Context: an optimization exercise on an open-source flow, tuned for small area, a short achievable clock period and few clock cycles per item. The choices shown serve that exercise and are no tape-out recipe. Function was checked by simulation only, so behaviour that the tests miss may differ from the original. Power figures rest on the tool's default switching activity, not on a simulated workload.

===== flow/config.mk =====
export PLATFORM = sky130hd
export DESIGN_NAME = cpu_top
export DESIGN_NICKNAME = cpu_top
export VERILOG_FILES = /design/flow/design.v
export SDC_FILE = /design/flow/constraint.sdc
export NUM_CORES = 4
export LEC_CHECK = 0
export CAP_MARGIN = 20
export CORE_MARGIN = 2
export CORE_UTILIZATION = 40
export SLEW_MARGIN = 20

===== flow/constraint.sdc =====
create_clock -name core_clock -period 8.0 [get_ports {clk}]
set_input_delay 1.6000 -clock core_clock [delete_from_list [all_inputs] [get_ports {clk}]]
set_output_delay 1.6000 -clock core_clock [all_outputs]
set_load 0.01 [all_outputs]

===== flow/design.v =====
package cpu_pkg;
  localparam int data_w    = 16;
  localparam int reg_idx_w = 4;
  typedef enum logic [2:0] {
    op_arith  = 3'b000,
    op_cmpmul = 3'b001,
    op_load   = 3'b010,
    op_store  = 3'b011,
    op_beq    = 3'b100,
    op_jump   = 3'b101
  } opcode_t;
  localparam logic funct_add = 1'b0;
  localparam logic funct_sub = 1'b1;
  localparam logic funct_slt = 1'b0;
  localparam logic funct_mul = 1'b1;
  typedef struct packed {
    opcode_t              opcode;
    logic [reg_idx_w-1:0] rs;
    logic [reg_idx_w-1:0] rt;
    logic [reg_idx_w-1:0] rd;
    logic                 funct;
  } r_fmt_t;
  typedef struct packed {
    opcode_t              opcode;
    logic [reg_idx_w-1:0] rs;
    logic [reg_idx_w-1:0] rt;
    logic signed [4:0]    imm;
  } i_fmt_t;
  typedef struct packed {
    opcode_t     opcode;
    logic [11:0] target;
    logic        unused;
  } j_fmt_t;
  typedef union packed {
    r_fmt_t r_fmt;
    i_fmt_t i_fmt;
    j_fmt_t j_fmt;
  } instr_t;
  typedef enum logic [2:0] {
    st_fetch,
    st_decode,
    st_execute,
    st_memory,
    st_writeback
  } core_state_t;
  localparam logic region_instr = 1'b0;
  localparam logic region_data  = 1'b1;
endpackage
module mul16_cs (
  input  logic [15:0] a,
  input  logic [15:0] b,
  output logic [15:0] x,
  output logic [15:0] y
);
  logic bs1_1;
  logic bs2_2;
  logic bng_3;
  logic pp_4;
  logic pp_5;
  logic pp_6;
  logic pp_7;
  logic pp_8;
  logic pp_9;
  logic pp_10;
  logic pp_11;
  logic pp_12;
  logic pp_13;
  logic pp_14;
  logic pp_15;
  logic pp_16;
  logic pp_17;
  logic pp_18;
  logic pp_19;
  logic bs1_20;
  logic bs2_21;
  logic bng_22;
  logic pp_23;
  logic pp_24;
  logic pp_25;
  logic pp_26;
  logic pp_27;
  logic pp_28;
  logic pp_29;
  logic pp_30;
  logic pp_31;
  logic pp_32;
  logic pp_33;
  logic pp_34;
  logic pp_35;
  logic pp_36;
  logic bs1_37;
  logic bs2_38;
  logic bng_39;
  logic pp_40;
  logic pp_41;
  logic pp_42;
  logic pp_43;
  logic pp_44;
  logic pp_45;
  logic pp_46;
  logic pp_47;
  logic pp_48;
  logic pp_49;
  logic pp_50;
  logic pp_51;
  logic bs1_52;
  logic bs2_53;
  logic bng_54;
  logic pp_55;
  logic pp_56;
  logic pp_57;
  logic pp_58;
  logic pp_59;
  logic pp_60;
  logic pp_61;
  logic pp_62;
  logic pp_63;
  logic pp_64;
  logic bs1_65;
  logic bs2_66;
  logic bng_67;
  logic pp_68;
  logic pp_69;
  logic pp_70;
  logic pp_71;
  logic pp_72;
  logic pp_73;
  logic pp_74;
  logic pp_75;
  logic bs1_76;
  logic bs2_77;
  logic bng_78;
  logic pp_79;
  logic pp_80;
  logic pp_81;
  logic pp_82;
  logic pp_83;
  logic pp_84;
  logic bs1_85;
  logic bs2_86;
  logic bng_87;
  logic pp_88;
  logic pp_89;
  logic pp_90;
  logic pp_91;
  logic bs1_92;
  logic bs2_93;
  logic bng_94;
  logic pp_95;
  logic pp_96;
  logic s_97;
  logic c_98;
  logic s_99;
  logic c_100;
  logic s_101;
  logic c_102;
  logic s_103;
  logic c_104;
  logic s_105;
  logic c_106;
  logic s_107;
  logic c_108;
  logic s_109;
  logic c_110;
  logic s_111;
  logic c_112;
  logic s_113;
  logic c_114;
  logic s_115;
  logic c_116;
  logic s_117;
  logic c_118;
  logic s_119;
  logic c_120;
  logic s_121;
  logic c_122;
  logic s_123;
  logic c_124;
  logic s_125;
  logic c_126;
  logic s_127;
  logic c_128;
  logic s_129;
  logic c_130;
  logic s_131;
  logic c_132;
  logic s_133;
  logic c_134;
  logic s_135;
  logic c_136;
  logic s_137;
  logic c_138;
  logic s_139;
  logic c_140;
  logic s_141;
  logic c_142;
  logic s_143;
  logic c_144;
  logic s_145;
  logic c_146;
  logic s_147;
  logic c_148;
  logic s_149;
  logic c_150;
  logic s_151;
  logic c_152;
  logic s_153;
  logic c_154;
  logic s_155;
  logic c_156;
  logic s_157;
  logic c_158;
  logic s_159;
  logic c_160;
  logic s_161;
  logic c_162;
  logic s_163;
  logic c_164;
  logic s_165;
  logic c_166;
  logic s_167;
  logic c_168;
  logic s_169;
  logic c_170;
  logic s_171;
  logic c_172;
  logic s_173;
  logic c_174;
  logic s_175;
  logic c_176;
  logic s_177;
  logic c_178;
  logic s_179;
  logic c_180;
  logic s_181;
  logic c_182;
  logic s_183;
  logic c_184;
  logic s_185;
  logic c_186;
  logic s_187;
  logic c_188;
  logic s_189;
  logic c_190;
  logic s_191;
  logic c_192;
  logic s_193;
  logic c_194;
  logic s_195;
  logic c_196;
  logic s_197;
  logic c_198;
  logic s_199;
  logic c_200;
  logic s_201;
  logic c_202;
  logic s_203;
  logic c_204;
  logic s_205;
  logic c_206;
  logic s_207;
  logic c_208;
  assign bs1_1 = b[0] ^ 1'b0;
  assign bs2_2 = (b[1] & ~b[0] & ~1'b0) | (~b[1] & b[0] & 1'b0);
  assign bng_3 = b[1];
  assign pp_4 = ((bs1_1 & a[0]) | (bs2_2 & 1'b0)) ^ bng_3;
  assign pp_5 = ((bs1_1 & a[1]) | (bs2_2 & a[0])) ^ bng_3;
  assign pp_6 = ((bs1_1 & a[2]) | (bs2_2 & a[1])) ^ bng_3;
  assign pp_7 = ((bs1_1 & a[3]) | (bs2_2 & a[2])) ^ bng_3;
  assign pp_8 = ((bs1_1 & a[4]) | (bs2_2 & a[3])) ^ bng_3;
  assign pp_9 = ((bs1_1 & a[5]) | (bs2_2 & a[4])) ^ bng_3;
  assign pp_10 = ((bs1_1 & a[6]) | (bs2_2 & a[5])) ^ bng_3;
  assign pp_11 = ((bs1_1 & a[7]) | (bs2_2 & a[6])) ^ bng_3;
  assign pp_12 = ((bs1_1 & a[8]) | (bs2_2 & a[7])) ^ bng_3;
  assign pp_13 = ((bs1_1 & a[9]) | (bs2_2 & a[8])) ^ bng_3;
  assign pp_14 = ((bs1_1 & a[10]) | (bs2_2 & a[9])) ^ bng_3;
  assign pp_15 = ((bs1_1 & a[11]) | (bs2_2 & a[10])) ^ bng_3;
  assign pp_16 = ((bs1_1 & a[12]) | (bs2_2 & a[11])) ^ bng_3;
  assign pp_17 = ((bs1_1 & a[13]) | (bs2_2 & a[12])) ^ bng_3;
  assign pp_18 = ((bs1_1 & a[14]) | (bs2_2 & a[13])) ^ bng_3;
  assign pp_19 = ((bs1_1 & a[15]) | (bs2_2 & a[14])) ^ bng_3;
  assign bs1_20 = b[2] ^ b[1];
  assign bs2_21 = (b[3] & ~b[2] & ~b[1]) | (~b[3] & b[2] & b[1]);
  assign bng_22 = b[3];
  assign pp_23 = ((bs1_20 & a[0]) | (bs2_21 & 1'b0)) ^ bng_22;
  assign pp_24 = ((bs1_20 & a[1]) | (bs2_21 & a[0])) ^ bng_22;
  assign pp_25 = ((bs1_20 & a[2]) | (bs2_21 & a[1])) ^ bng_22;
  assign pp_26 = ((bs1_20 & a[3]) | (bs2_21 & a[2])) ^ bng_22;
  assign pp_27 = ((bs1_20 & a[4]) | (bs2_21 & a[3])) ^ bng_22;
  assign pp_28 = ((bs1_20 & a[5]) | (bs2_21 & a[4])) ^ bng_22;
  assign pp_29 = ((bs1_20 & a[6]) | (bs2_21 & a[5])) ^ bng_22;
  assign pp_30 = ((bs1_20 & a[7]) | (bs2_21 & a[6])) ^ bng_22;
  assign pp_31 = ((bs1_20 & a[8]) | (bs2_21 & a[7])) ^ bng_22;
  assign pp_32 = ((bs1_20 & a[9]) | (bs2_21 & a[8])) ^ bng_22;
  assign pp_33 = ((bs1_20 & a[10]) | (bs2_21 & a[9])) ^ bng_22;
  assign pp_34 = ((bs1_20 & a[11]) | (bs2_21 & a[10])) ^ bng_22;
  assign pp_35 = ((bs1_20 & a[12]) | (bs2_21 & a[11])) ^ bng_22;
  assign pp_36 = ((bs1_20 & a[13]) | (bs2_21 & a[12])) ^ bng_22;
  assign bs1_37 = b[4] ^ b[3];
  assign bs2_38 = (b[5] & ~b[4] & ~b[3]) | (~b[5] & b[4] & b[3]);
  assign bng_39 = b[5];
  assign pp_40 = ((bs1_37 & a[0]) | (bs2_38 & 1'b0)) ^ bng_39;
  assign pp_41 = ((bs1_37 & a[1]) | (bs2_38 & a[0])) ^ bng_39;
  assign pp_42 = ((bs1_37 & a[2]) | (bs2_38 & a[1])) ^ bng_39;
  assign pp_43 = ((bs1_37 & a[3]) | (bs2_38 & a[2])) ^ bng_39;
  assign pp_44 = ((bs1_37 & a[4]) | (bs2_38 & a[3])) ^ bng_39;
  assign pp_45 = ((bs1_37 & a[5]) | (bs2_38 & a[4])) ^ bng_39;
  assign pp_46 = ((bs1_37 & a[6]) | (bs2_38 & a[5])) ^ bng_39;
  assign pp_47 = ((bs1_37 & a[7]) | (bs2_38 & a[6])) ^ bng_39;
  assign pp_48 = ((bs1_37 & a[8]) | (bs2_38 & a[7])) ^ bng_39;
  assign pp_49 = ((bs1_37 & a[9]) | (bs2_38 & a[8])) ^ bng_39;
  assign pp_50 = ((bs1_37 & a[10]) | (bs2_38 & a[9])) ^ bng_39;
  assign pp_51 = ((bs1_37 & a[11]) | (bs2_38 & a[10])) ^ bng_39;
  assign bs1_52 = b[6] ^ b[5];
  assign bs2_53 = (b[7] & ~b[6] & ~b[5]) | (~b[7] & b[6] & b[5]);
  assign bng_54 = b[7];
  assign pp_55 = ((bs1_52 & a[0]) | (bs2_53 & 1'b0)) ^ bng_54;
  assign pp_56 = ((bs1_52 & a[1]) | (bs2_53 & a[0])) ^ bng_54;
  assign pp_57 = ((bs1_52 & a[2]) | (bs2_53 & a[1])) ^ bng_54;
  assign pp_58 = ((bs1_52 & a[3]) | (bs2_53 & a[2])) ^ bng_54;
  assign pp_59 = ((bs1_52 & a[4]) | (bs2_53 & a[3])) ^ bng_54;
  assign pp_60 = ((bs1_52 & a[5]) | (bs2_53 & a[4])) ^ bng_54;
  assign pp_61 = ((bs1_52 & a[6]) | (bs2_53 & a[5])) ^ bng_54;
  assign pp_62 = ((bs1_52 & a[7]) | (bs2_53 & a[6])) ^ bng_54;
  assign pp_63 = ((bs1_52 & a[8]) | (bs2_53 & a[7])) ^ bng_54;
  assign pp_64 = ((bs1_52 & a[9]) | (bs2_53 & a[8])) ^ bng_54;
  assign bs1_65 = b[8] ^ b[7];
  assign bs2_66 = (b[9] & ~b[8] & ~b[7]) | (~b[9] & b[8] & b[7]);
  assign bng_67 = b[9];
  assign pp_68 = ((bs1_65 & a[0]) | (bs2_66 & 1'b0)) ^ bng_67;
  assign pp_69 = ((bs1_65 & a[1]) | (bs2_66 & a[0])) ^ bng_67;
  assign pp_70 = ((bs1_65 & a[2]) | (bs2_66 & a[1])) ^ bng_67;
  assign pp_71 = ((bs1_65 & a[3]) | (bs2_66 & a[2])) ^ bng_67;
  assign pp_72 = ((bs1_65 & a[4]) | (bs2_66 & a[3])) ^ bng_67;
  assign pp_73 = ((bs1_65 & a[5]) | (bs2_66 & a[4])) ^ bng_67;
  assign pp_74 = ((bs1_65 & a[6]) | (bs2_66 & a[5])) ^ bng_67;
  assign pp_75 = ((bs1_65 & a[7]) | (bs2_66 & a[6])) ^ bng_67;
  assign bs1_76 = b[10] ^ b[9];
  assign bs2_77 = (b[11] & ~b[10] & ~b[9]) | (~b[11] & b[10] & b[9]);
  assign bng_78 = b[11];
  assign pp_79 = ((bs1_76 & a[0]) | (bs2_77 & 1'b0)) ^ bng_78;
  assign pp_80 = ((bs1_76 & a[1]) | (bs2_77 & a[0])) ^ bng_78;
  assign pp_81 = ((bs1_76 & a[2]) | (bs2_77 & a[1])) ^ bng_78;
  assign pp_82 = ((bs1_76 & a[3]) | (bs2_77 & a[2])) ^ bng_78;
  assign pp_83 = ((bs1_76 & a[4]) | (bs2_77 & a[3])) ^ bng_78;
  assign pp_84 = ((bs1_76 & a[5]) | (bs2_77 & a[4])) ^ bng_78;
  assign bs1_85 = b[12] ^ b[11];
  assign bs2_86 = (b[13] & ~b[12] & ~b[11]) | (~b[13] & b[12] & b[11]);
  assign bng_87 = b[13];
  assign pp_88 = ((bs1_85 & a[0]) | (bs2_86 & 1'b0)) ^ bng_87;
  assign pp_89 = ((bs1_85 & a[1]) | (bs2_86 & a[0])) ^ bng_87;
  assign pp_90 = ((bs1_85 & a[2]) | (bs2_86 & a[1])) ^ bng_87;
  assign pp_91 = ((bs1_85 & a[3]) | (bs2_86 & a[2])) ^ bng_87;
  assign bs1_92 = b[14] ^ b[13];
  assign bs2_93 = (b[15] & ~b[14] & ~b[13]) | (~b[15] & b[14] & b[13]);
  assign bng_94 = b[15];
  assign pp_95 = ((bs1_92 & a[0]) | (bs2_93 & 1'b0)) ^ bng_94;
  assign pp_96 = ((bs1_92 & a[1]) | (bs2_93 & a[0])) ^ bng_94;
  assign s_97 = pp_14 ^ pp_31;
  assign c_98 = pp_14 & pp_31;
  assign s_99 = pp_15 ^ pp_32;
  assign c_100 = pp_15 & pp_32;
  assign s_101 = pp_16 ^ pp_33 ^ pp_48;
  assign c_102 = (pp_16 & pp_33) | (pp_48 & (pp_16 ^ pp_33));
  assign s_103 = pp_61 ^ pp_72;
  assign c_104 = pp_61 & pp_72;
  assign s_105 = pp_17 ^ pp_34 ^ pp_49;
  assign c_106 = (pp_17 & pp_34) | (pp_49 & (pp_17 ^ pp_34));
  assign s_107 = pp_62 ^ pp_73;
  assign c_108 = pp_62 & pp_73;
  assign s_109 = pp_18 ^ pp_35 ^ pp_50;
  assign c_110 = (pp_18 & pp_35) | (pp_50 & (pp_18 ^ pp_35));
  assign s_111 = pp_63 ^ pp_74 ^ pp_83;
  assign c_112 = (pp_63 & pp_74) | (pp_83 & (pp_63 ^ pp_74));
  assign s_113 = pp_90 ^ pp_95;
  assign c_114 = pp_90 & pp_95;
  assign s_115 = pp_19 ^ pp_36 ^ pp_51;
  assign c_116 = (pp_19 & pp_36) | (pp_51 & (pp_19 ^ pp_36));
  assign s_117 = pp_64 ^ pp_75 ^ pp_84;
  assign c_118 = (pp_64 & pp_75) | (pp_84 & (pp_64 ^ pp_75));
  assign s_119 = pp_91 ^ pp_96;
  assign c_120 = pp_91 & pp_96;
  assign s_121 = pp_10 ^ pp_27;
  assign c_122 = pp_10 & pp_27;
  assign s_123 = pp_11 ^ pp_28;
  assign c_124 = pp_11 & pp_28;
  assign s_125 = pp_12 ^ pp_29 ^ pp_44;
  assign c_126 = (pp_12 & pp_29) | (pp_44 & (pp_12 ^ pp_29));
  assign s_127 = pp_57 ^ pp_68;
  assign c_128 = pp_57 & pp_68;
  assign s_129 = pp_13 ^ pp_30 ^ pp_45;
  assign c_130 = (pp_13 & pp_30) | (pp_45 & (pp_13 ^ pp_30));
  assign s_131 = pp_58 ^ pp_69;
  assign c_132 = pp_58 & pp_69;
  assign s_133 = pp_46 ^ pp_59 ^ pp_70;
  assign c_134 = (pp_46 & pp_59) | (pp_70 & (pp_46 ^ pp_59));
  assign s_135 = pp_79 ^ bng_78 ^ s_97;
  assign c_136 = (pp_79 & bng_78) | (s_97 & (pp_79 ^ bng_78));
  assign s_137 = pp_47 ^ pp_60 ^ pp_71;
  assign c_138 = (pp_47 & pp_60) | (pp_71 & (pp_47 ^ pp_60));
  assign s_139 = pp_80 ^ s_99 ^ c_98;
  assign c_140 = (pp_80 & s_99) | (c_98 & (pp_80 ^ s_99));
  assign s_141 = pp_81 ^ pp_88 ^ bng_87;
  assign c_142 = (pp_81 & pp_88) | (bng_87 & (pp_81 ^ pp_88));
  assign s_143 = s_101 ^ s_103 ^ c_100;
  assign c_144 = (s_101 & s_103) | (c_100 & (s_101 ^ s_103));
  assign s_145 = pp_82 ^ pp_89 ^ s_105;
  assign c_146 = (pp_82 & pp_89) | (s_105 & (pp_82 ^ pp_89));
  assign s_147 = s_107 ^ c_102 ^ c_104;
  assign c_148 = (s_107 & c_102) | (c_104 & (s_107 ^ c_102));
  assign s_149 = bng_94 ^ s_109 ^ s_111;
  assign c_150 = (bng_94 & s_109) | (s_111 & (bng_94 ^ s_109));
  assign s_151 = s_113 ^ c_106 ^ c_108;
  assign c_152 = (s_113 & c_106) | (c_108 & (s_113 ^ c_106));
  assign s_153 = s_115 ^ s_117 ^ s_119;
  assign c_154 = (s_115 & s_117) | (s_119 & (s_115 ^ s_117));
  assign s_155 = c_110 ^ c_112 ^ c_114;
  assign c_156 = (c_110 & c_112) | (c_114 & (c_110 ^ c_112));
  assign s_157 = pp_8 ^ pp_25;
  assign c_158 = pp_8 & pp_25;
  assign s_159 = pp_9 ^ pp_26;
  assign c_160 = pp_9 & pp_26;
  assign s_161 = pp_42 ^ pp_55 ^ bng_54;
  assign c_162 = (pp_42 & pp_55) | (bng_54 & (pp_42 ^ pp_55));
  assign s_163 = pp_43 ^ pp_56 ^ s_123;
  assign c_164 = (pp_43 & pp_56) | (s_123 & (pp_43 ^ pp_56));
  assign s_165 = bng_67 ^ s_125 ^ s_127;
  assign c_166 = (bng_67 & s_125) | (s_127 & (bng_67 ^ s_125));
  assign s_167 = s_129 ^ s_131 ^ c_126;
  assign c_168 = (s_129 & s_131) | (c_126 & (s_129 ^ s_131));
  assign s_169 = s_133 ^ s_135 ^ c_130;
  assign c_170 = (s_133 & s_135) | (c_130 & (s_133 ^ s_135));
  assign s_171 = s_137 ^ s_139 ^ c_134;
  assign c_172 = (s_137 & s_139) | (c_134 & (s_137 ^ s_139));
  assign s_173 = s_141 ^ s_143 ^ c_138;
  assign c_174 = (s_141 & s_143) | (c_138 & (s_141 ^ s_143));
  assign s_175 = s_145 ^ s_147 ^ c_142;
  assign c_176 = (s_145 & s_147) | (c_142 & (s_145 ^ s_147));
  assign s_177 = s_149 ^ s_151 ^ c_146;
  assign c_178 = (s_149 & s_151) | (c_146 & (s_149 ^ s_151));
  assign s_179 = s_153 ^ s_155 ^ c_150;
  assign c_180 = (s_153 & s_155) | (c_150 & (s_153 ^ s_155));
  assign s_181 = pp_6 ^ pp_23;
  assign c_182 = pp_6 & pp_23;
  assign s_183 = pp_7 ^ pp_24;
  assign c_184 = pp_7 & pp_24;
  assign s_185 = pp_40 ^ bng_39 ^ s_157;
  assign c_186 = (pp_40 & bng_39) | (s_157 & (pp_40 ^ bng_39));
  assign s_187 = pp_41 ^ s_159 ^ c_158;
  assign c_188 = (pp_41 & s_159) | (c_158 & (pp_41 ^ s_159));
  assign s_189 = s_121 ^ s_161 ^ c_160;
  assign c_190 = (s_121 & s_161) | (c_160 & (s_121 ^ s_161));
  assign s_191 = c_122 ^ s_163 ^ c_162;
  assign c_192 = (c_122 & s_163) | (c_162 & (c_122 ^ s_163));
  assign s_193 = c_124 ^ s_165 ^ c_164;
  assign c_194 = (c_124 & s_165) | (c_164 & (c_124 ^ s_165));
  assign s_195 = c_128 ^ s_167 ^ c_166;
  assign c_196 = (c_128 & s_167) | (c_166 & (c_128 ^ s_167));
  assign s_197 = c_132 ^ s_169 ^ c_168;
  assign c_198 = (c_132 & s_169) | (c_168 & (c_132 ^ s_169));
  assign s_199 = c_136 ^ s_171 ^ c_170;
  assign c_200 = (c_136 & s_171) | (c_170 & (c_136 ^ s_171));
  assign s_201 = c_140 ^ s_173 ^ c_172;
  assign c_202 = (c_140 & s_173) | (c_172 & (c_140 ^ s_173));
  assign s_203 = c_144 ^ s_175 ^ c_174;
  assign c_204 = (c_144 & s_175) | (c_174 & (c_144 ^ s_175));
  assign s_205 = c_148 ^ s_177 ^ c_176;
  assign c_206 = (c_148 & s_177) | (c_176 & (c_148 ^ s_177));
  assign s_207 = c_152 ^ s_179 ^ c_178;
  assign c_208 = (c_152 & s_179) | (c_178 & (c_152 ^ s_179));
  assign x = {s_207, s_205, s_203, s_201, s_199, s_197, s_195, s_193, s_191, s_189, s_187, s_185, s_183, bng_22, pp_5, pp_4};
  assign y = {c_206, c_204, c_202, c_200, c_198, c_196, c_194, c_192, c_190, c_188, c_186, c_184, c_182, s_181, 1'b0, bng_3};
endmodule
module cpu_top #(
  parameter int addr_w = 12
) (
  input  logic                       clk,
  input  logic                       rst_n,
  output logic                       io_stall,
  output logic                       mem_req,
  output logic                       mem_we,
  output logic [addr_w:0]            mem_addr,
  output logic [cpu_pkg::data_w-1:0] mem_wdata,
  input  logic                       mem_ack,
  input  logic [cpu_pkg::data_w-1:0] mem_rdata
);
  localparam int dw = cpu_pkg::data_w;
  logic              q_data;    
  logic              q_ld;      
  logic [addr_w-1:0] fpc;       
  logic              ir_v;
  logic [15:0]       ir;
  logic              ir_jd;     
  logic              ir_f;      
  logic [dw-1:0]     op_a;      
  logic [dw-1:0]     op_b;      
  logic [dw-1:0]     regs [0:15];
  logic [2:0]        pend;      
  logic              m2;
  logic [3:0]        wb_rt;
  logic [dw-1:0]     cs_x, cs_y, cs_x_d, cs_y_d;
  logic [2:0]        op;
  logic [3:0]        rs, rt, rd;
  logic              is_load, is_store, is_mem, is_alu, is_mul, is_beq, is_jump;
  logic              uses_rs, uses_rt;
  logic              adv, f_busy, ld_busy, wbusy, hazard, ex, redir, arr, w_jump;
  logic              nxt_data, nxt_none, nxt_fetch;
  logic [addr_w-1:0] beq_tgt, fetch_nx;
  logic [dw-1:0]     alu_out;
  logic              ld_wr, alu_wr, wr_en;
  logic [3:0]        wr_idx;
  logic [dw-1:0]     wr_data;
  logic [3:0]        idx_a, idx_b;
  logic [2:0]        n_ret;
  assign op       = ir[15:13];
  assign rs       = ir[12:9];
  assign rt       = ir[8:5];
  assign rd       = ir[4:1];
  assign is_load  = (op == 3'b010);
  assign is_store = (op == 3'b011);
  assign is_mem   = (op[2:1] == 2'b01);
  assign is_alu   = (op[2:1] == 2'b00);
  assign is_mul   = (op == 3'b001) && ir[0];
  assign is_beq   = (op == 3'b100);
  assign is_jump  = (op == 3'b101);
  assign uses_rs  = is_alu || is_mem || is_beq;
  assign uses_rt  = is_alu || is_store || is_beq;
  assign adv     = mem_ack || !mem_req;
  assign f_busy  = mem_req && !q_data;
  assign ld_busy = q_data && q_ld;
  assign wbusy  = ld_busy || m2;
  assign hazard = wbusy &&
                  (is_alu || is_load || (uses_rs && rs == wb_rt) || (uses_rt && rt == wb_rt));
  assign ex     = ir_v && !hazard;
  assign redir  = ex && ((is_beq && op_a == op_b) || (is_jump && !ir_jd));
  assign arr    = mem_ack && f_busy && !redir;
  assign w_jump = (mem_rdata[15:13] == 3'b101);
  always_comb begin
    case ({op[0], ir[0]})
      2'b00:   alu_out = op_a + op_b;
      2'b01:   alu_out = op_a - op_b;
      default: alu_out = {{(dw-1){1'b0}}, ($signed(op_a) < $signed(op_b))};
    endcase
  end
  mul16_cs u_mul (.a(op_a), .b(op_b), .x(cs_x_d), .y(cs_y_d));
  always_ff @(posedge clk) begin
    cs_x <= cs_x_d;
    cs_y <= cs_y_d;
  end
  assign ld_wr   = adv && ld_busy;
  assign alu_wr  = adv && ex && is_alu && !is_mul;
  assign wr_en   = ld_wr || m2 || alu_wr;
  assign wr_idx  = (ld_wr || m2) ? wb_rt : rd;
  assign wr_data = ld_busy ? mem_rdata : m2 ? (cs_x + cs_y) : alu_out;
  always_ff @(posedge clk or negedge rst_n) begin
    if (!rst_n) begin
      for (int i = 0; i < 16; i++) regs[i] <= '0;
    end else if (wr_en) begin
      regs[wr_idx] <= wr_data;
    end
  end
  assign idx_a = (mem_ack && f_busy) ? mem_rdata[12:9] : rs;
  assign idx_b = (mem_ack && f_busy) ? mem_rdata[8:5]  : rt;
  always_ff @(posedge clk) begin
    op_a <= (wr_en && wr_idx == idx_a) ? wr_data : regs[idx_a];
    op_b <= (wr_en && wr_idx == idx_b) ? wr_data : regs[idx_b];
  end
  assign beq_tgt   = fpc + addr_w'($signed({ir[4], ir[4:0]}) - $signed({5'b0, ir_f}));
  assign nxt_data  = ex && is_mem;
  assign nxt_none  = ex && is_mul && mem_ack && f_busy;
  assign nxt_fetch = !nxt_data && !nxt_none;
  assign fetch_nx  = redir ? (is_jump ? ir[12:1] : beq_tgt) :
                     (arr && w_jump) ? mem_rdata[12:1] : fpc;
  always_ff @(posedge clk or negedge rst_n) begin
    if (!rst_n) begin
      mem_req   <= 1'b0;
      mem_we    <= 1'b0;
      mem_addr  <= '0;
      mem_wdata <= '0;
      q_data    <= 1'b0;
      q_ld      <= 1'b0;
      fpc       <= '0;
    end else if (adv) begin
      mem_req <= !nxt_none;
      q_data  <= nxt_data;
      q_ld    <= nxt_data && is_load;
      mem_we  <= nxt_data && is_store;
      if (nxt_data) begin
        mem_addr  <= {1'b1, op_a[addr_w-1:0] + addr_w'($signed(ir[4:0]))};
        mem_wdata <= op_b;
      end else if (nxt_fetch) begin
        mem_addr  <= {1'b0, fetch_nx};
        fpc       <= fetch_nx + addr_w'(1);
      end
    end
  end
  assign n_ret = 3'(adv && ex && !is_mem && !is_mul) + 3'(adv && q_data) + 3'(m2);
  always_ff @(posedge clk or negedge rst_n) begin
    if (!rst_n) begin
      ir_v  <= 1'b0;
      ir    <= '0;
      ir_jd <= 1'b0;
      ir_f  <= 1'b0;
      pend  <= '0;
      m2    <= 1'b0;
      wb_rt <= '0;
    end else begin
      pend <= pend - 3'(pend != 3'd0) + n_ret;
      m2   <= adv && ex && is_mul;
      if (adv) begin
        if (nxt_data && is_load) wb_rt <= rt;
        if (ex && is_mul)        wb_rt <= rd;
        if (arr) begin
          ir    <= mem_rdata;
          ir_v  <= 1'b1;
          ir_jd <= w_jump && nxt_fetch;
          ir_f  <= nxt_fetch;
        end else if (ex) begin
          ir_v  <= 1'b0;
        end else begin
          ir_f  <= ir_f || nxt_fetch;
        end
      end
    end
  end
  assign io_stall = (pend == 3'd0);
endmodule

===== flow/run.sh =====
#!/bin/bash
# synth_recipe.tcl (not shown) runs the flow's synth.tcl, then flattens the netlist and writes it again
# the make line also repeats each setting of config.mk as NAME=value (left out here)
make -C /OpenROAD-flow-scripts/flow DESIGN_CONFIG=/design/flow/config.mk WORK_HOME=/design/flow/orfs CLKGATE_MAP_FILE= SYNTH_SCRIPT=/design/flow/synth_recipe.tcl finish

==> impl_metrics.tcl, run 1 <==
set metrics [dict create \
    cts.path.max_buffers 3 \
    grt_overflow 0 \
    fin_worst_skew_ps 27.75 \
    synth_common_cells "nand2_1 (370), dfrtp_1 (328), o21ai_0 (287), a22oi_1 (179), a21oi_1 (163)" \
    syn_nets 2993 \
    port_buffers 50 \
    synth_area_sq_um 25340 \
    clk_pin_slew_ps 60 \
    drive_gt1_share_pct 11.58 \
    worst_slew_pin_slew_ps 1220 \
    final_cells 3706 \
    drc_errors 0 \
    drt-vias-per-instance 6.283 \
    synthArstFlopShare_pct 83.89 \
    ys_seq_area_share_pct 37.37 \
    end_kind "register" \
    internal-power_mw 5.974 \
    syn2layout_area_growth_pct 11.41 \
    holdBufCountCts 0 \
    place_inst 3625 \
    drt-total-wl_um 97490 \
    vias 23280 \
    cts_resized 0 \
    final_util_pct 44.91 \
    synth.most_common_cell "nand2_1" \
    clockRootBuffer "clkbuf_16" \
    placementRows 92 \
    combinationalPowerShare_pct 48.4 \
    core_sq_um 62850 \
    pre_cts_ws_ps 2307 \
    yosysUniqueCellTypes 97 \
    cp.required_ps 8520 \
    seqPwrFrac_pct 32.4 \
    relSlewSlack_pct 18.60 \
    hold_viol_final 0 \
    place.gp.congestion 0.9675 \
    worstSkewPairLatency_ps 610 \
    powerDensity_nw_per_um2 390.8 \
    dieWidth_um 255.7 \
    synth_area_per_cell_sq_um 8.896 \
    routed.top_layer "met4" \
    setup_viol 0 \
    grt_pass1_wl_um 144800 \
    dr_wl_met2_um 41980 \
    ioPinCount 51 \
    wl_per_cell_um 26.30 \
    track_usage_pct 29.02 \
    finalCriticalPeriod_ps 5118 \
    setup_tns_ps 0 \
    cts_inserted_buffers 43 \
    worstSetupPathType "reg2reg" \
    max_freq_mhz 195.4 \
    period_share_pct 63.97 \
    synthDominantCellAreaShare_pct 32.40 \
    cts_sinks 391 \
    die_h_um 255.7 \
    synth_top_area_cell "dfrtp_1" \
    synth-seq-cells 391 \
    layout_setup_ws_ps 2882 \
    outcome "timing/DRC/antenna clean" \
    routed-wl-met3_um 10470 \
    crit_fanout 30 \
    total_power_mw 11.03 \
    dieArea_sq_um 65370 \
    synth_edf_count 0 \
    drtIter0Drc 3039 \
    rsz0062_at_grt "false" \
    grt_start_max_net_pins 172 \
    worstPathArrival_ps 5630 \
    maxCapViolCount 0 \
    hold_path_class "reg2reg" \
    irDropWorstVdd_uv 195.3 \
    drtAntennaViolNets 0 \
    dr.pass1.iters 6 \
    synth_ff_type "dfrtp_1" \
    antenna_found_initial 0 \
    clkPwrFrac_pct 19.2 \
    switchingPower_mw 5.058 \
    grt_pass1_vias 22410 \
    hpwl_um 63990 \
    htree_num_levels 2 \
    wl_met1_um 40320 \
    p_leak_nw 11.85 \
    ys.warnings.count 2 \
    start_util_pct 40.31 \
    cts_post_setup_buffers_inserted 0 \
    cts_tree "built" \
    fin_nets 2969 \
    synth_cells 2848 \
    synthTopCellsByArea "dfrtp_1 (32%), o21ai_0 (5.7%), nand2_1 (5.5%)" \
    slew_violations 0 \
    reg2reg_slack_ps 2880 \
    cp-start-kind "register" \
    switching_share_pct 45.85 \
]
-- power groups by stage --
stage | sequential, mW | clock, mW | combinational, mW
global route | 3.64 | 2.23 | 5.81
CTS | 3.54 | 2.15 | 5.24
detailed placement | 3.57 | 0 | 5.22
floorplan | 3.20 | 0 | 3.72
global placement | 3.56 | 0 | 5.08
finish | 3.58 | 2.12 | 5.34
-- cell type report --
class	count	area, sq um
tap	846	1059
multi-input combinational	2150	14680
clock buffer	57	1209
timing repair buffer	132	1145
sequential	391	9472
clock inverter	22	265.3
inverter	106	397.9
fill	6148	34620
antenna	2	5.005
-- flip-flops by register name (all words and copies together), names as in the netlist --
name and cells:
regs 256, cs_x 16, ir 16, mem_wdata 16, op_a 16, op_b 16, cs_y 15, mem_addr 13
fpc 12, wb_rt 4, pend 3, ir_f 1, ir_jd 1, ir_v 1, m2 1, mem_req 1
mem_we 1, q_data 1, q_ld 1
-- cell families after synthesis --
group           after synthesis  synth area share (%)
compound gates              944                 23.95
xor+xnor                    118                 4.079
fa+ha+maj                   134                 7.664
buf+inv                     307                 4.928
flops                       391                 37.37
mux                         192                 8.400
simple gates                762                 13.60
-- through the flow --
stage | instance area [sq um] | hold WS [ps]
detailed placement | 26730 | 471.3
floorplan | 25340 | 352.9
CTS | 28210 | 484.5
global placement | 26690 | 461.7
global route | 28220 | 501.0
finish | 28230 | 479.2
-- cell usage in the layout, fill, tap and decap left out, types with 13 or more instances in the layout --
cell             netlist  final
nand3_1               63     62
mux2_2               109    109
buf_4                  5     78
xnor2_1               68     68
o21ai_1               27     26
fa_1                  38     38
nand2_1              370    368
dfxtp_1               63     61
ha_1                  88     88
o22ai_1               46     46
xor2_1                50     50
a22oi_1              179    179
inv_1                101    101
nor2_1               141    136
a31oi_1               17     17
clkdlybuf4s50_1        0     49
nand4_1               48     48
clkbuf_16              0     43
o31ai_1               25     25
a22o_1                23     23
o211ai_1              16     16
a211oi_1              19     19
mux2i_1               72     72
nand2b_1              13     13
dfrtp_1              328    328
nor3_1                44     44
o21ai_0              287    287
a221oi_1              31     31
a21o_1                21     21
a21oi_1              163    163
-- final timing paths --
check	startpoint	endpoint	cells past startpoint
worst max-delay path	ir[0]	mem_addr[11]	15
worst min-delay path	mem_addr[3]	mem_addr[3]	2
worst max register to register	ir[0]	mem_addr[11]	15
worst min register to register	mem_addr[3]	mem_addr[3]	2
max in group asynchronous	rst_n	regs[8][13]	2
min in group asynchronous	rst_n	mem_addr[8]	1
-- layer usage --
layer / GRT usage (%) / vias to the layer above
met3: 6.516 / 327
met5: 0 / -
li1: - / 10290
met1: 39.67 / 11290
met2: 43.87 / 1378
met4: 13.01 / 0
-- worst max-delay path, cell delays in order, from the launching register on --
cell      delay, ps
dfrtp_1        1080
inv_1           580
ha_1            390
nand2b_1        100
nor3_1           80
xor2_1          170
ha_1            360
or2_2           330
a21o_1          180
a31oi_1         280
o21ai_0         190
a31oi_1         270
mux2i_1         200
o311ai_0        310
mux2_2          380
o21ai_0         130
Testbench counts, summed over its fixed seeds: cycles 34,645, instrs 24,000.
==> inputs of run 2 (changes only) <==
--- a/flow/design.v
+++ b/flow/design.v
@@ -495,5 +495,8 @@
   logic [dw-1:0]     op_a;      
   logic [dw-1:0]     op_b;      
-  logic [dw-1:0]     regs [0:15];
+  logic [15:0]       rv;        
+  logic [dw-1:0]     t_a [0:15];    
+  logic [dw-1:0]     t_b [0:15];
+  logic [dw-1:0]     rd_a, rd_b;
   logic [2:0]        pend;      
   logic              m2;
@@ -504,5 +507,6 @@
   logic              is_load, is_store, is_mem, is_alu, is_mul, is_beq, is_jump;
   logic              uses_rs, uses_rt;
-  logic              adv, f_busy, ld_busy, wbusy, hazard, ex, redir, arr, w_jump;
+  logic              adv, f_busy, ld_busy, wbusy, hazard, ex, redir, arr, w_jump, w_beqs, w_wait;
+  logic [addr_w-1:0] w_tgt;
   logic              nxt_data, nxt_none, nxt_fetch;
   logic [addr_w-1:0] beq_tgt, fetch_nx;
@@ -531,9 +535,14 @@
   assign wbusy  = ld_busy || m2;
   assign hazard = wbusy &&
-                  (is_alu || is_load || (uses_rs && rs == wb_rt) || (uses_rt && rt == wb_rt));
+                  (is_alu || (uses_rs && rs == wb_rt) || (uses_rt && rt == wb_rt));
   assign ex     = ir_v && !hazard;
-  assign redir  = ex && ((is_beq && op_a == op_b) || (is_jump && !ir_jd));
+  assign redir  = ex && !ir_jd && ((is_beq && op_a == op_b) || is_jump);
   assign arr    = mem_ack && f_busy && !redir;
   assign w_jump = (mem_rdata[15:13] == 3'b101);
+  assign w_beqs = (mem_rdata[15:13] == 3'b100) && (mem_rdata[12:9] == mem_rdata[8:5]);
+  assign w_tgt  = w_jump ? mem_rdata[12:1] : fpc + addr_w'($signed(mem_rdata[4:0]));
+  assign w_wait = (mem_rdata[15:14] == 2'b00) ||
+                  (mem_rdata[15] ^ mem_rdata[14]) && (mem_rdata[12:9] == rd) ||
+                  ((mem_rdata[15:13] == 3'b011) || (mem_rdata[15:13] == 3'b100)) && (mem_rdata[8:5] == rd);
   always_comb begin
     case ({op[0], ir[0]})
@@ -553,9 +562,25 @@
   assign wr_idx  = (ld_wr || m2) ? wb_rt : rd;
   assign wr_data = ld_busy ? mem_rdata : m2 ? (cs_x + cs_y) : alu_out;
+  for (genvar i = 0; i < 16; i++) begin : g_rf
+    logic [dw-1:0] q;
+    always_ff @(posedge clk) begin
+      if (wr_en && wr_idx == 4'(i)) q <= wr_data;
+    end
+    assign t_a[i] = q & {dw{rv[i] && idx_a == 4'(i)}};
+    assign t_b[i] = q & {dw{rv[i] && idx_b == 4'(i)}};
+  end
   always_ff @(posedge clk or negedge rst_n) begin
     if (!rst_n) begin
-      for (int i = 0; i < 16; i++) regs[i] <= '0;
+      rv <= '0;
     end else if (wr_en) begin
-      regs[wr_idx] <= wr_data;
+      rv[wr_idx] <= 1'b1;
+    end
+  end
+  always_comb begin
+    rd_a = '0;
+    rd_b = '0;
+    for (int i = 0; i < 16; i++) begin
+      rd_a = rd_a | t_a[i];
+      rd_b = rd_b | t_b[i];
     end
   end
@@ -563,13 +588,13 @@
   assign idx_b = (mem_ack && f_busy) ? mem_rdata[8:5]  : rt;
   always_ff @(posedge clk) begin
-    op_a <= (wr_en && wr_idx == idx_a) ? wr_data : regs[idx_a];
-    op_b <= (wr_en && wr_idx == idx_b) ? wr_data : regs[idx_b];
+    op_a <= (wr_en && wr_idx == idx_a) ? wr_data : rd_a;
+    op_b <= (wr_en && wr_idx == idx_b) ? wr_data : rd_b;
   end
   assign beq_tgt   = fpc + addr_w'($signed({ir[4], ir[4:0]}) - $signed({5'b0, ir_f}));
   assign nxt_data  = ex && is_mem;
-  assign nxt_none  = ex && is_mul && mem_ack && f_busy;
+  assign nxt_none  = ex && is_mul && mem_ack && f_busy && w_wait;
   assign nxt_fetch = !nxt_data && !nxt_none;
   assign fetch_nx  = redir ? (is_jump ? ir[12:1] : beq_tgt) :
-                     (arr && w_jump) ? mem_rdata[12:1] : fpc;
+                     (arr && (w_jump || w_beqs)) ? w_tgt : fpc;
   always_ff @(posedge clk or negedge rst_n) begin
     if (!rst_n) begin
@@ -614,5 +639,5 @@
           ir    <= mem_rdata;
           ir_v  <= 1'b1;
-          ir_jd <= w_jump && nxt_fetch;
+          ir_jd <= (w_jump || w_beqs) && nxt_fetch;
           ir_f  <= nxt_fetch;
         end else if (ex) begin
--- a/flow/config.mk
+++ b/flow/config.mk
@@ -9,3 +9,4 @@
 export CORE_MARGIN = 2
 export CORE_UTILIZATION = 40
+export SETUP_SLACK_MARGIN = 4.5
 export SLEW_MARGIN = 20
==> impl_metrics.tcl, run 2 <==
set metrics [dict create \
    placementRows 91 \
    synth_edf_count 256 \
    irDropWorstVdd_uv 201.2 \
    drtIter0Drc 2816 \
    r2r_cells 15 \
    hold_viol_final 0 \
    synth_top_area_cell "edfxtp_1" \
    cts_tree "built" \
    core_sq_um 61600 \
    die_h_um 253.3 \
    vias 22710 \
    cts_inserted_buffers 44 \
    synth_ff_type "edfxtp_1" \
    synth_area_per_cell_sq_um 9.909 \
    end_kind "register" \
    outcome "timing/DRC/antenna clean" \
    htree_num_levels 2 \
    largest_reg_flops 256 \
    ys_seq_area_share_pct 44.87 \
    maxCapViolCount 0 \
    regMostFlops "g_rf.q" \
    worstSkewPairLatency_ps 630 \
    grt_pass1_wl_um 139200 \
    powerDensity_nw_per_um2 413.6 \
    timing.rr.end "cs_x[15]" \
    hold_depth 2 \
    worstSetupPathType "in2reg" \
    rsz0062_at_grt "true" \
    dr.pass1.iters 8 \
    worstPathArrival_ps 4250 \
    wl_per_cell_um 27.59 \
    drtAntennaViolNets 0 \
    worst_slew_pin_slew_ps 1144 \
    port_buffers 50 \
    dieWidth_um 253.3 \
    cts_sinks 407 \
    final_cell_mix "edfxtp_1 (256), nand2_1 (212), a22oi_1 (188)" \
    finalCriticalPeriod_ps 3762 \
    synth_common_cells "edfxtp_1 (256), nand2_1 (222), a22oi_1 (192), o21ai_0 (163), clkbuf_1 (152)" \
    drc_errors 0 \
    synthArstFlopShare_pct 21.62 \
    hpwl_um 57450 \
    setup_viol 0 \
    dieArea_sq_um 64140 \
    fin_nets 2825 \
    setup_tns_ps 0 \
    clockRootBuffer "clkbuf_16" \
    synthDominantCellAreaShare_pct 30.93 \
    fin_worst_skew_ps 31.96 \
    grt_pass1_vias 21460 \
    synth_cells 2508 \
    mostFrequentLayoutCell "edfxtp_1" \
    reg2reg_slack_ps 4290 \
    yosysUniqueCellTypes 86 \
    grt_overflow 0 \
    rr_startpoint "op_b[3]" \
    synthTopCellsByArea "edfxtp_1 (31%), dfrtp_1 (8.9%), a22oi_1 (5.8%)" \
    syn2layout_area_growth_pct 27.11 \
    drt-vias-per-instance 6.424 \
    antenna_cells 0 \
    cp.required_ps 8490 \
    syn_nets 2670 \
    grt_start_max_net_pins 73 \
    drt-total-wl_um 97540 \
    relSlewSlack_pct 23.57 \
    synth.most_common_cell "edfxtp_1" \
    place.gp.congestion 0.9567 \
    ys.warnings.count 3 \
    p_leak_nw 12.14 \
    max_freq_mhz 265.8 \
    worstHoldStart "ir_jd" \
    slew_violations 0 \
    min_to "ir_jd" \
    hold_path_class "reg2reg" \
    holdBufCountCts 0 \
    period_share_pct 47.02 \
    final_cell_area_sq_um 31590 \
    dpl_cell_area_sq_um 26460 \
    start_util_pct 40.35 \
    synth-seq-cells 407 \
    cts.path.max_buffers 3 \
    track_usage_pct 29.32 \
    cp-start-kind "input pin" \
    antenna_found_initial 2 \
    drive_gt1_share_pct 23.24 \
    ioPinCount 51 \
    crit_fanout 4 \
    final_util_pct 51.28 \
    fill_cells 5352 \
    synth_area_sq_um 24850 \
    clk_pin_slew_ps 60 \
]
## run 2: changes by cell type after synthesis, moves of 21 or more
cell      previous run  this run
a21o_1              21        42
a221oi_1            31        58
a22o_1              23        47
and3_1               5        38
dfrtp_1            328        88
edfxtp_1             0       256
mux2_2             109         9
mux2i_1             72        27
nand2_1            370       222
nor2_1             141       113
o21ai_0            287       163
o22ai_1             46        22
## run 2: layer usage
metal  wire [um]  share of wire, %  track usage (%)  vias up
met4        5733               5.9            15.03        4
met3       12060                12            7.319      398
li1            -                 -                -     9694
met1       37100                38            38.00    10990
met2       42620                44            45.40     1621
met5          28             0.029                0        -
## run 2: logic make-up (layout without fill, tap and decap cells)
kind of cell    count (synthesis)  in the layout  synth area share (%)
compound gates                811            812                 22.15
simple gates                  637            640                 12.37
buf+inv                       318            504                 5.009
fa+ha+maj                     153            153                 8.780
mux                            39             39                 1.661
xor+xnor                      143            143                 5.160
flops                         407            407                 44.87
## run 2: worst max-delay path: stages
cell and delay, ps:
buf_12 100, ha_4 150, fa_2 360, a211o_4 370, buf_4 150, a21oi_4 120
o31a_1 140, xor2_1 90, o211a_1 240, o31ai_4 270, nor2b_4 250, nor2b_4 190
xnor2_2 130, o21ai_1 80
## run 2: worst max-delay path by stage
stage,startpoint,end,depth (start not counted)
floorplan,mem_rdata[0],fpc[11],12
global placement,mem_rdata[8],fpc[1],7
detailed placement,mem_ack,fpc[11],11
CTS,op_b[13],fpc[10],14
global route,op_b[3],cs_x[15],16
finish,mem_rdata[0],fpc[9],14
## run 2: timing repair
| action | in CTS | in global routing |
|---|---|---|
| endpoints found under the setup margin | 609 | 394 |
| buffers inserted | 109 | 73 |
| gates resized for setup | 312 | 127 |
| pin swaps | 64 | 65 |
| gates cloned | 12 | 7 |
## run 2: report_power, final
group / switching, mW / internal, mW
Combinational: 4.28 / 3.04
Sequential: 0.470 / 3.07
Clock: 0.925 / 1.27
## run 2: layout make-up
type	instances	area, sq um	area share [%]
clock buffers	51	1147	3.632
clock inverters	30	409.1	1.295
inverters	125	516.7	1.636
multi-input cells	1787	13910	44.03
flip-flops and latches	407	11190	35.44
well taps	837	1047	3.315
repair buffers	298	3367	10.66
## run 2: through the flow
step	hold WS, ps	power, mW	std cells	setup slack (ps)
2_1_floorplan	394.2	7.478	2508	3863
3_3_place_gp	462.0	9.193	3252	2292
3_5_place_dp	464.8	9.328	3253	2190
4_1_cts	477.7	12.38	3455	4241
5_1_grt	506.9	13.73	3535	4175
6_report	475.1	13.06	3535	4238
Testbench counts of run 2, summed over its fixed seeds: cycles 33,391, instrs 24,000.
==> inputs of run 3 (changes only) <==
--- a/flow/config.mk
+++ b/flow/config.mk
@@ -9,4 +9,4 @@
 export CORE_MARGIN = 2
 export CORE_UTILIZATION = 40
-export SETUP_SLACK_MARGIN = 4.5
+export SETUP_SLACK_MARGIN = 5.0
 export SLEW_MARGIN = 20
==> impl_metrics.tcl, run 3 <==
set metrics [dict create \
    drive_gt1_share_pct 35.43 \
    yosysUniqueCellTypes 86 \
    synth-seq-cells 407 \
    worst_slew_pin_slew_ps 960.0 \
    regMostFlops "g_rf.q" \
    antenna_found_initial 0 \
    cp-start-kind "register" \
    seq_area_sq_um 11200 \
    port_buffers 50 \
    synthDominantCellAreaShare_pct 30.93 \
    synthTopCellsByArea "edfxtp_1 (31%), dfrtp_1 (8.9%), a22oi_1 (5.8%)" \
    slew_violations 0 \
    drtAntennaViolNets 0 \
    mostFrequentLayoutCell "edfxtp_1" \
    worstSetupPathType "reg2reg" \
    seqPwrFrac_pct 24.6 \
    cts_tree "built" \
    dieArea_sq_um 64140 \
    synth.most_common_cell "edfxtp_1" \
    synth_common_cells "edfxtp_1 (256), nand2_1 (222), a22oi_1 (192), o21ai_0 (163), clkbuf_1 (152)" \
    outcome "timing/DRC/antenna clean" \
    reg2reg_slack_ps 4220 \
    synth_top_area_cell "edfxtp_1" \
    start_util_pct 40.35 \
    hold_viol_final 0 \
    dieWidth_um 253.3 \
    dr.pass1.iters 6 \
    maxCapViolCount 0 \
    syn_nets 2670 \
    grt_start_max_net_pins 67 \
    wl_per_cell_um 28.95 \
    drc_errors 0 \
    fin_nets 3018 \
    p_leak_nw 13.86 \
    drtIter0Drc 3399 \
    cts.path.max_buffers 3 \
    place.gp.congestion 0.9278 \
    synth_edf_count 256 \
    powerDensity_nw_per_um2 405.3 \
    multi_input_area_sq_um 15170 \
    final_cell_mix "edfxtp_1 (256), nand2_1 (210), buf_4 (189)" \
    irDropWorstVdd_uv 191.0 \
    ys_seq_area_share_pct 44.87 \
    clockRootBuffer "clkbuf_16" \
    crit_chain "clkinv_2 > ha_1 > nor2b_1 > o21ai_0 > a21oi_2 > o221ai_2 > o21ai_0 > a211oi_2 > o22ai_1 > and3b_1 > o32ai_4 > inv_2" \
    core_sq_um 61600 \
    synthArstFlopShare_pct 21.62 \
    switching_share_pct 44.07 \
    synth_ff_type "edfxtp_1" \
    cts_inserted_buffers 45 \
    max_freq_mhz 264.8 \
    clkPwrFrac_pct 15.0 \
    fill_cells 4872 \
    synth_area_per_cell_sq_um 9.909 \
    drt-vias-per-instance 6.439 \
    synth_area_sq_um 24850 \
    end_kind "register" \
    cp.required_ps 8320 \
    grt_pass1_wl_um 154100 \
    fin_worst_skew_ps 36.73 \
    whs_ps 474.3 \
    setup_viol 0 \
    crit_fanout 16 \
    finalCriticalPeriod_ps 3776 \
    max_stage_delay_ps 430 \
    drt-total-wl_um 108000 \
    worstPathArrival_ps 4090 \
    holdBufCountCts 0 \
    cpMostUsedCell "o21ai_0" \
    layout_setup_ws_ps 4224 \
    grt_overflow 0 \
    grt_pass1_vias 23220 \
    hpwl_um 58050 \
    internal-power_mw 8.053 \
    pre_cts_ws_ps 2653 \
    relSlewSlack_pct 35.32 \
    placementRows 91 \
    ys.warnings.count 3 \
    switchingPower_mw 6.345 \
    cts_sinks 407 \
    track_usage_pct 32.57 \
    setup_tns_ps 0 \
    vias 24020 \
    clk_pin_slew_ps 60 \
    htree_num_levels 2 \
    combinationalPowerShare_pct 60.4 \
    worstSkewPairLatency_ps 630 \
    syn2layout_area_growth_pct 42.94 \
    hold_path_class "reg2reg" \
    period_share_pct 47.20 \
    critPathSlowestCell "dfxtp_4" \
    die_h_um 253.3 \
    largest_reg_flops 256 \
    synth_cells 2508 \
    rsz0062_at_grt "true" \
    antenna_cells 0 \
    ioPinCount 51 \
]
## run 3: cell counts after synthesis
Identical to the previous run, type by type.
## run 3: per-layer routing
layer | GRT usage [%] | vias up | routed length, um
li1 | - | 10070 | -
met1 | 41.64 | 11630 | 39760
met2 | 50.24 | 1801 | 47340
met3 | 8.542 | 516 | 13160
met4 | 17.90 | 0 | 7705
met5 | 0 | - | 0
## run 3: cell type report
| type | count | share of cell area, % |
|---|---|---|
| sequential | 407 | 31.52 |
| multi-input combinational | 1789 | 42.70 |
| timing repair inverter | 6 | 0.1268 |
| inverter | 125 | 1.536 |
| tap | 837 | 2.948 |
| clock buffer | 57 | 3.381 |
| clock inverter | 27 | 0.8699 |
| timing repair buffer | 482 | 16.91 |
## run 3: kinds of logic (layout without fill, tap and decap cells)
family | after synthesis | after routing | synth area share [%]
AO/OA/AOI/OAI | 811 | 811 | 22.15
AND/OR/NAND/NOR | 637 | 643 | 12.37
flip-flops | 407 | 407 | 44.87
buffers and inverters | 318 | 697 | 5.009
adder cells (fa/ha/maj) | 153 | 153 | 8.780
XOR/XNOR | 143 | 143 | 5.160
multiplexers | 39 | 39 | 1.661
## run 3: power groups by stage
| stage | logic (mW) | registers, mW | clock network (mW) |
|---|---|---|---|
| floorplan | 4.35 | 3.34 | 0 |
| global placement | 5.86 | 3.52 | 0 |
| detailed placement | 5.96 | 3.53 | 0 |
| CTS | 7.92 | 3.52 | 2.15 |
| global route | 9.25 | 3.58 | 2.24 |
| finish | 8.70 | 3.55 | 2.15 |
## run 3: per-stage QoR
stage / total power, mW / cells / cell area, sq um / util [%]
final: 14.40 / 3730 / 35530 / 57.67
after global routing: 15.07 / 3730 / 35530 / 57.67
after CTS: 13.60 / 3665 / 34360 / 55.78
after detailed placement: 9.491 / 3247 / 26760 / 43.44
after global placement: 9.375 / 3247 / 26750 / 43.43
after floorplan: 7.683 / 2508 / 26030 / -
## run 3: worst paths after layout
check,from,endpoint,cells after the start
worst max register to register,op_b[1],g_rf[4].q[13],12
worst min register to register,mem_wdata[1],mem_wdata[1],2
worst min-delay path,mem_wdata[1],mem_wdata[1],2
min in group asynchronous,rst_n,rv[3],1
max in group asynchronous,rst_n,ir[4],2
worst max-delay path,op_b[1],g_rf[4].q[13],12
## run 3: timing repair
action | 4_1_cts | 5_1_grt
endpoints found under the setup margin | 663 | 595
hold endpoints to repair | 0 | 0
cloned | 34 | 6
pin swaps | 255 | 100
gates resized for setup | 755 | 142
buffers inserted | 300 | 59
## run 3: worst max-delay path, delay by kind of cell (launching register included)
kind,cells,cell delay (ps)
compound gates,7,1710
buf+inv,2,530
flops,1,430
fa+ha+maj,1,420
simple gates,2,370
==> inputs of run 4 (changes only) <==
--- a/flow/design.v
+++ b/flow/design.v
@@ -488,5 +488,5 @@
   logic              q_data;    
   logic              q_ld;      
-  logic [addr_w-1:0] fpc;       
+  logic [addr_w-1:0] fa;        
   logic              ir_v;
   logic [15:0]       ir;
@@ -510,5 +510,5 @@
   logic [addr_w-1:0] w_tgt;
   logic              nxt_data, nxt_none, nxt_fetch;
-  logic [addr_w-1:0] beq_tgt, fetch_nx;
+  logic [addr_w-1:0] beq_tgt, fetch_nx, fa_inc;
   logic [dw-1:0]     alu_out;
   logic              ld_wr, alu_wr, wr_en;
@@ -541,5 +541,5 @@
   assign w_jump = (mem_rdata[15:13] == 3'b101);
   assign w_beqs = (mem_rdata[15:13] == 3'b100) && (mem_rdata[12:9] == mem_rdata[8:5]);
-  assign w_tgt  = w_jump ? mem_rdata[12:1] : fpc + addr_w'($signed(mem_rdata[4:0]));
+  assign w_tgt  = w_jump ? mem_rdata[12:1] : fa + addr_w'($signed(mem_rdata[4:0])) + addr_w'(1);
   assign w_wait = (mem_rdata[15:14] == 2'b00) ||
                   (mem_rdata[15] ^ mem_rdata[14]) && (mem_rdata[12:9] == rd) ||
@@ -560,5 +560,5 @@
   assign alu_wr  = adv && ex && is_alu && !is_mul;
   assign wr_en   = ld_wr || m2 || alu_wr;
-  assign wr_idx  = (ld_wr || m2) ? wb_rt : rd;
+  assign wr_idx  = (ld_busy || m2) ? wb_rt : rd;
   assign wr_data = ld_busy ? mem_rdata : m2 ? (cs_x + cs_y) : alu_out;
   for (genvar i = 0; i < 16; i++) begin : g_rf
@@ -591,22 +591,26 @@
     op_b <= (wr_en && wr_idx == idx_b) ? wr_data : rd_b;
   end
-  assign beq_tgt   = fpc + addr_w'($signed({ir[4], ir[4:0]}) - $signed({5'b0, ir_f}));
+  assign beq_tgt   = fa + addr_w'($signed(ir[4:0])) + addr_w'(!ir_f);
+  assign fa_inc    = fa + addr_w'(1);
   assign nxt_data  = ex && is_mem;
   assign nxt_none  = ex && is_mul && mem_ack && f_busy && w_wait;
   assign nxt_fetch = !nxt_data && !nxt_none;
   assign fetch_nx  = redir ? (is_jump ? ir[12:1] : beq_tgt) :
-                     (arr && (w_jump || w_beqs)) ? w_tgt : fpc;
+                     (arr && (w_jump || w_beqs)) ? w_tgt : fa_inc;
   always_ff @(posedge clk or negedge rst_n) begin
     if (!rst_n) begin
       mem_req   <= 1'b0;
-      mem_we    <= 1'b0;
-      mem_addr  <= '0;
-      mem_wdata <= '0;
       q_data    <= 1'b0;
-      q_ld      <= 1'b0;
-      fpc       <= '0;
+      fa        <= '1;
     end else if (adv) begin
       mem_req <= !nxt_none;
       q_data  <= nxt_data;
+      if (nxt_fetch) begin
+        fa <= fetch_nx;
+      end
+    end
+  end
+  always_ff @(posedge clk) begin
+    if (adv) begin
       q_ld    <= nxt_data && is_load;
       mem_we  <= nxt_data && is_store;
@@ -616,5 +620,4 @@
       end else if (nxt_fetch) begin
         mem_addr  <= {1'b0, fetch_nx};
-        fpc       <= fetch_nx + addr_w'(1);
       end
     end
@@ -624,28 +627,30 @@
     if (!rst_n) begin
       ir_v  <= 1'b0;
-      ir    <= '0;
-      ir_jd <= 1'b0;
-      ir_f  <= 1'b0;
       pend  <= '0;
       m2    <= 1'b0;
-      wb_rt <= '0;
     end else begin
       pend <= pend - 3'(pend != 3'd0) + n_ret;
       m2   <= adv && ex && is_mul;
       if (adv) begin
-        if (nxt_data && is_load) wb_rt <= rt;
-        if (ex && is_mul)        wb_rt <= rd;
         if (arr) begin
-          ir    <= mem_rdata;
-          ir_v  <= 1'b1;
-          ir_jd <= (w_jump || w_beqs) && nxt_fetch;
-          ir_f  <= nxt_fetch;
+          ir_v <= 1'b1;
         end else if (ex) begin
-          ir_v  <= 1'b0;
-        end else begin
-          ir_f  <= ir_f || nxt_fetch;
+          ir_v <= 1'b0;
         end
       end
     end
+  end
+  always_ff @(posedge clk) begin
+    if (adv) begin
+      if (nxt_data && is_load) wb_rt <= rt;
+      if (ex && is_mul)        wb_rt <= rd;
+      if (arr) begin
+        ir    <= mem_rdata;
+        ir_jd <= (w_jump || w_beqs) && nxt_fetch;
+        ir_f  <= nxt_fetch;
+      end else begin
+        ir_f  <= ir_f || nxt_fetch;
+      end
+    end
   end
   assign io_stall = (pend == 3'd0);
--- a/flow/config.mk
+++ b/flow/config.mk
@@ -9,4 +9,4 @@
 export CORE_MARGIN = 2
 export CORE_UTILIZATION = 40
-export SETUP_SLACK_MARGIN = 5.0
+export SETUP_SLACK_MARGIN = 4.5
 export SLEW_MARGIN = 20
==> impl_metrics.tcl, run 4 <==
set metrics [dict create \
    placementRows 91 \
    core_sq_um 61830 \
    worstSetupPathType "reg2reg" \
    antenna_found_initial 2 \
    synthXorXnorAreaFrac_pct 4.755 \
    synth_common_cells "edfxtp_1 (309), a22oi_1 (215), nand2_1 (185), nor2_1 (157), a21oi_1 (137)" \
    final_cell_mix "edfxtp_1 (309), a22oi_1 (210), nand2_1 (180)" \
    synthSimpleGateAreaFrac_pct 12.34 \
    wl_per_cell_um 28.07 \
    cts_inserted_buffers 46 \
    yosysUniqueCellTypes 89 \
    r2r_cells 16 \
    drtIter0Drc 2906 \
    die_h_um 254.3 \
    mostFrequentLayoutCell "edfxtp_1" \
    min_to "ir_v" \
    setup_viol 0 \
    grt_overflow 0 \
    ys_seq_area_share_pct 45.63 \
    synth_ff_type "edfxtp_1" \
    synthArstFlopShare_pct 8.600 \
    gr-max-usage-layer "met2" \
    slew_violations 0 \
    synth_top_area_cell "edfxtp_1" \
    place.gp.congestion 0.9340 \
    synth_area_per_cell_sq_um 10.29 \
    hpwl_um 59560 \
    drt-total-wl_um 95870 \
    end_kind "register" \
    synth_edf_count 309 \
    cp.required_ps 8480 \
    total_power_mw 10.63 \
    rsz0062_at_grt "true" \
    ioPinCount 51 \
    drt-vias-per-instance 6.482 \
    period_share_pct 46.33 \
    synth_cells 2434 \
    synth_area_sq_um 25050 \
    fin_worst_skew_ps 23.90 \
    grt_start_max_net_pins 36 \
    max_stage_delay_ps 540 \
    start_util_pct 40.52 \
    hold_viol_final 0 \
    synth_top_family_by_area "compound AO/OA/AOI/OAI gates" \
    largest_reg_flops 256 \
    port_buffers 50 \
    dieArea_sq_um 64650 \
    cts_sinks 407 \
    cts_tree "built" \
    use_met1_pct 36.67 \
    reg2reg_slack_ps 4290 \
    synth_compound_area_share_pct 21.21 \
    critPathBufInv 4 \
    regMostFlops "g_rf.q" \
    track_usage_pct 28.37 \
    dr.pass1.iters 8 \
    htree_num_levels 2 \
    met3_usage_pct 6.583 \
    grt_pass1_vias 20840 \
    relSlewSlack_pct 28.24 \
    critical-path-top-delay-family "adder cells" \
    synthDominantCellAreaShare_pct 37.04 \
    outcome "timing/DRC/antenna clean" \
    syn2layout_area_growth_pct 20.77 \
    cts.path.max_buffers 3 \
    antenna_cells 0 \
    drtAntennaViolNets 0 \
    worst_slew_pin_slew_ps 1065 \
    crit_chain "buf_12 > clkinvlp_4 > buf_6 > a21oi_2 > o22ai_2 > a21oi_2 > fa_1 > fa_1 > inv_2 > fa_2 > xor2_2 > xnor2_1 > xnor2_1 > xnor2_1 > xnor2_1 > xnor2_1" \
    critPathSlowestCell "fa_1" \
    worstHoldStart "ir_v" \
    hold_depth 1 \
    grt_pass1_wl_um 135800 \
    dieWidth_um 254.3 \
    fin_nets 2700 \
    crit_fanout 5 \
    ys.warnings.count 3 \
    finalCriticalPeriod_ps 3707 \
    cp-start-kind "register" \
    synth.most_common_cell "edfxtp_1" \
    synth.area.mux_share_pct 2.997 \
    worstPathArrival_ps 4190 \
    synth-seq-cells 407 \
    timing.rr.end "cs_x[15]" \
    drive_gt1_share_pct 20.05 \
    hold_path_class "reg2reg" \
    cpMostUsedCell "xnor2_1" \
    irDropWorstVdd_uv 185.7 \
    p_leak_nw 11.36 \
    synth-adder-area-share_pct 8.520 \
    synthTopCellsByArea "edfxtp_1 (37%), a22oi_1 (6.4%), ha_1 (5.0%)" \
    powerDensity_nw_per_um2 351.3 \
    syn_nets 2594 \
    vias 22140 \
    max_freq_mhz 269.8 \
    maxCapViolCount 0 \
    rr_startpoint "op_b[4]" \
    clockRootBuffer "clkbuf_16" \
    drc_errors 0 \
    clk_pin_slew_ps 70 \
    setup_tns_ps 0 \
    use_met2_pct 44.28 \
    worstSkewPairLatency_ps 610 \
]
run 4: cell count changes in the layout (fill, tap and decap cells not counted), sizes merged, moves of 26 or more:
cell,previous run,this run
dlygate4sd2,31,4
dfrtp,88,23
nor2,115,160
mux2,9,35
edfxtp,256,309
a221oi,58,30
clkdlybuf4s50,0,32
a22o,47,21
o21ai,171,121
buf,436,151
nand2,222,185
run 4: layout make-up:
| cell class | instances | area (sq um) |
|---|---|---|
| Clock buffer | 56 | 1199 |
| Clock inverter | 30 | 324.1 |
| Fill cell | 5487 | 31570 |
| Inverter | 125 | 518.0 |
| Multi-Input combinational cell | 1753 | 13450 |
| Sequential cell | 407 | 11480 |
| Tap cell | 837 | 1047 |
| Timing Repair Buffer | 207 | 2236 |
run 4: routing by layer:
layer  share of wire [%]  vias to the layer above  wire [um]
li1                    -                     9458          -
met5               0.010                        -         10
met1                  38                    10650      36530
met2                  44                     1603      42250
met4                 6.2                        2       5919
met3                  12                      421      11160
run 4: cells by family after synthesis:
family | after synthesis
fa+ha+maj | 148
mux | 67
simple gates | 628
xor+xnor | 136
compound gates | 768
buf+inv | 280
flops | 407
run 4: worst max path at each step:
stage | startpoint | end | slack, ps | cells after the start
2_1_floorplan | op_b[7] | cs_x[15] | 4390 | 17
3_3_place_gp | mem_ack | op_b[13] | 2310 | 9
3_5_place_dp | mem_ack | op_b[13] | 2320 | 9
4_1_cts | op_b[7] | cs_x[15] | 4260 | 16
5_1_grt | op_b[7] | cs_x[15] | 4180 | 17
6_report | op_b[4] | cs_x[15] | 4290 | 16
run 4: repair_timing:
action                                  CTS  global route
hold buffers                              0             0
cloned                                   11             5
pin swaps                                19            43
resized for setup                       203           114
endpoints found under the setup margin  489           281
setup buffers                            40            42
run 4: metrics by stage:
step           setup slack (ps)  utilization, %  cell area (sq um)  hold slack (ps)  std cells
2_1_floorplan              4389               -              25340            363.7       2434
3_3_place_gp               2305           43.14              26670            474.4       3231
3_5_place_dp               2318           43.15              26680            480.5       3231
4_1_cts                    4257           47.65              29460            492.9       3368
5_1_grt                    4175           48.94              30260            520.3       3415
6_report                   4293           48.94              30260            497.8       3415
run 4: report_power, final:
| group | leakage (nW) | total, mW | internal, mW | switching [mW] |
|---|---|---|---|---|
| Combinational | 6.84 | 5.26 | 2.18 | 3.09 |
| Clock | 0.739 | 2.14 | 1.22 | 0.924 |
| Sequential | 3.78 | 3.22 | 2.86 | 0.363 |
| Total | 11.4 | 10.6 | 6.25 | 4.37 |
Testbench counts of run 4, summed over its fixed seeds: cycles 33,391, instrs 24,000.

==> re-timing with driven ports <==
In the flow no input, the clock included, has a driving cell. The finished layouts below were timed again as built, in two steps. Step 1 (the two cells are an assumption about what drives the block):
set clk [get_ports {clk}]
set_driving_cell -lib_cell sky130_fd_sc_hd__clkbuf_16 $clk
set_driving_cell -lib_cell sky130_fd_sc_hd__buf_2 [delete_from_list [all_inputs] $clk]
Step 2 moves the port delays by t, midway between the first and last clock arrival at a register: inputs arrive t later, outputs are due t later. That takes back most of the time a late clock gives input paths. Slacks: ideal / step 1 / step 2; pairs: ideal / step 1.
run | t (ns) | setup WS [ns] | worst setup path after step 2 | worst data-port slew with drivers (ns) | cell pins on the clock port's net
run 1 | 0.652 | 2.882 / 2.882 / 2.497 | input to register | 0.05 | 1
run 2 | 0.669 | 4.238 / 4.244 / 3.575 | input to register | 0.12 | 1
run 3 | 0.669 | 4.224 / 4.224 / 3.598 | input to register | 0.17 | 1
run 4 | 0.660 | 4.293 / 4.293 / 3.900 | input to register | 0.04 | 1
After both steps every run listed still meets setup and hold. The setup slack of run 2, which loses most, moves by +0.006 ns with the drivers and by -0.663 ns with both steps.
